Background: an optimization exercise with open tools, aiming at small area, a short achievable clock period and few clock cycles per item. Do not read the settings as production practice. The RTL was checked by simulation tests, not by an equivalence proof against the original design.

Design mandel_engine, start of the top module:
module mandel_engine #(
  parameter int W       = 16,
  parameter int FRAC    = 12,
  parameter int ITER_W  = 16,
  parameter int COORD_W = 9
) (
  input  logic               clk,
  input  logic               rst,
  input  logic               cfg_start,
  input  logic [COORD_W-1:0] cfg_pix_w,
  input  logic [COORD_W-1:0] cfg_pix_h,
  input  logic [W-1:0]       cfg_cxs,
  input  logic [W-1:0]       cfg_cys,
  input  logic [W-1:0]       cfg_dcx,
  input  logic [W-1:0]       cfg_dcy,
  input  logic [ITER_W-1:0]  cfg_max_iter,
  input  logic               abort,
  output logic               busy,
  output logic               done,
  output logic               out_valid,
  input  logic               out_ready,
  output logic [COORD_W-1:0] out_x,
  output logic [COORD_W-1:0] out_y,
  output logic [ITER_W-1:0]  out_iter,
  output logic               out_inside
);
  localparam int PW = 156;
  logic [COORD_W-1:0]  pix_w, pix_h, ax, ay;
  logic signed [W-1:0] cxs, dcx, dcy, acx, acy;
  logic [ITER_W-1:0]   max_iter;
  logic                comp;
  logic [1:0]          aseq, oseq;
  logic                ofirst;
  logic                rb_v, rb_inside;
  logic [1:0]          rb_tag;
  logic [ITER_W-1:0]   rb_iter;
  logic signed [W-1:0] x1, y1, cx1, cy1;
  logic [13:0]         sx1, sy1;
  logic [ITER_W-1:0]   i1;
  ...
For scale: about 3200 cells after synthesis, ~550 flip-flops, about 140 I/O pins, ~0.034 mm² of cells after synthesis.
==> flow/config.mk <==
export PLATFORM = sky130hd
export DESIGN_NAME = mandel_engine
export DESIGN_NICKNAME = mandel_engine
export VERILOG_FILES = /design/flow/design.v
export SDC_FILE = /design/flow/constraint.sdc
export NUM_CORES = 4
export LEC_CHECK = 0
export ABC_CLOCK_PERIOD_IN_PS = 5000
export CAP_MARGIN = 20
export CORE_MARGIN = 2
export CORE_UTILIZATION = 40
export SETUP_SLACK_MARGIN = 5
export SLEW_MARGIN = 20
export TNS_END_PERCENT = 10
==> flow/constraint.sdc <==
create_clock -name core_clock -period 12.0 [get_ports {clk}]
set_input_delay 2.4000 -clock core_clock [delete_from_list [all_inputs] [get_ports {clk}]]
set_output_delay 2.4000 -clock core_clock [all_outputs]
set_load 0.01 [all_outputs]
standard.sh (not shown) runs the stock make flow with config.mk's settings and CLKGATE_MAP_FILE= SYNTH_SCRIPT=/design/flow/synth_recipe.tcl, a recipe that flattens the netlist after the stock synthesis.
==> flow/flow/run.sh <==
#!/bin/bash
set -euo pipefail
sed '1s/^proc synth {args} { yosys synth -nofsm -noshare {\*}\$args }$/proc synth {args} { yosys synth -nofsm -noshare -noabc {*}$args }/' synth_recipe.tcl > synth_noabc.tcl
grep -q -- '-noabc' synth_noabc.tcl
bash standard.sh SYNTH_SCRIPT="$PWD/synth_noabc.tcl" SETUP_SLACK_MARGIN=8.0 finish > flow_make.log 2>&1
The starting point finished with timing, DRC and antenna clean.
Testbench counts at the start, summed over its fixed seeds: cycles 48,565, pixels 3,072.
Rerun with:
==> flow/flow/run.sh (replaced) <==
#!/bin/bash
set -euo pipefail
bash standard.sh SETUP_SLACK_MARGIN=8.5 finish > flow_make.log 2>&1
- TNS_END_PERCENT: 10 -> default
Routed wire length rose by about a fifth.
Non-clock buffer count went up by 181.
Cell count rose by roughly a tenth.
Final area rose by roughly a tenth.
Setup slack degrades by 0.057 ns.
Count of clock-buffer cells in the layout fell by 2.
Via count grows by about a fifth.
Global-route usage went up by 1.3 points.
Register-to-register slack degrades by 0.16 ns.
Sequential cell count stays the same.
Rerun with:
==> flow/flow/run.sh (replaced) <==
#!/bin/bash
set -euo pipefail
sed '1s/^proc synth {args} { yosys synth -nofsm -noshare {\*}\$args }$/proc synth {args} { yosys synth -nofsm -noshare -noabc {*}$args }/' synth_recipe.tcl > synth_noabc.tcl
grep -q -- '-noabc' synth_noabc.tcl
bash standard.sh SYNTH_SCRIPT="$PWD/synth_noabc.tcl" SETUP_SLACK_MARGIN=8.5 finish > flow_make.log 2>&1
Global-route usage is lower by 1.0 points.
Wire length is lower by 9.7%.
Final area is lower by 3.5%.
Worst setup slack improved by 0.56 ns.
Hold slack improved by 0.0085 ns.
Synthesized area is lower by 2.9%.
Rerun with:
--- a/flow/flow/run.sh
+++ b/flow/flow/run.sh
@@ -5 +5 @@
-bash standard.sh SYNTH_SCRIPT="$PWD/synth_noabc.tcl" SETUP_SLACK_MARGIN=8.5 finish > flow_make.log 2>&1
+bash standard.sh SYNTH_SCRIPT="$PWD/synth_noabc.tcl" SETUP_SLACK_MARGIN=8.8 finish > flow_make.log 2>&1
- TNS_END_PERCENT: default -> 0
- The changed run went through all stages and came out clean
- utilization drops by 2.4 points
- setup slack degrades by 0.096 ns
- global-route usage drops by 0.16 points
- via count drops by about 3%
- cell area drops by 4.8%
- routed wire length drops by about 3.4%
Rerun with:
--- a/flow/flow/run.sh
+++ b/flow/flow/run.sh
@@ -5 +5 @@
-bash standard.sh SYNTH_SCRIPT="$PWD/synth_noabc.tcl" SETUP_SLACK_MARGIN=8.8 finish > flow_make.log 2>&1
+bash standard.sh SYNTH_SCRIPT="$PWD/synth_noabc.tcl" SETUP_SLACK_MARGIN=8.5 finish > flow_make.log 2>&1
- ABC_AREA: default -> 1
- TNS_END_PERCENT: 0 -> 10
Effect: The new run went through all stages and came out clean. Routed wire length grows by roughly a tenth. Core utilization grows by 0.24 points. Sequential cell count stays the same. Global-route usage grows by 1.4 points.

[afterwards: timing with drivers on the ports]
No port has a modelled driver above. Below, the same layouts with a new extraction and two added sets of constraints. Step 1 sets driving cells, clkbuf_16 on the clock port and buf_2 on the other inputs (assumed; they add their load-dependent delay and slew). Step 2 also shifts input and output timing later by t, the mid clock arrival at the registers, as if the neighbouring blocks saw the same clock. Slacks: ideal / step 1 / step 2; pairs: ideal / step 1.
run	t, ns	setup slack, ns	hold slack, ns	worst slew at a driven data input, ns	pins driven straight from the clock port
the first run	0.681	7.860 / 7.796 / 7.964	0.317 / 0.317 / 0.317	0.10	1
the second run	0.702	7.804 / 7.804 / 7.804	0.317 / 0.317 / 0.317	0.08	1
the third run	0.692	8.360 / 8.299 / 8.080	0.326 / 0.326 / 0.326	0.08	1
the fourth run	0.707	8.264 / 8.257 / 8.032	0.314 / 0.314 / 0.314	0.08	1
the fifth run	0.698	8.335 / 8.265 / 8.087	0.316 / 0.316 / 0.316	0.12	1
After both steps every run listed still meets setup and hold. For the third run, which loses most, drivers alone change the setup slack by -0.061 ns; drivers and shift together by -0.280 ns.
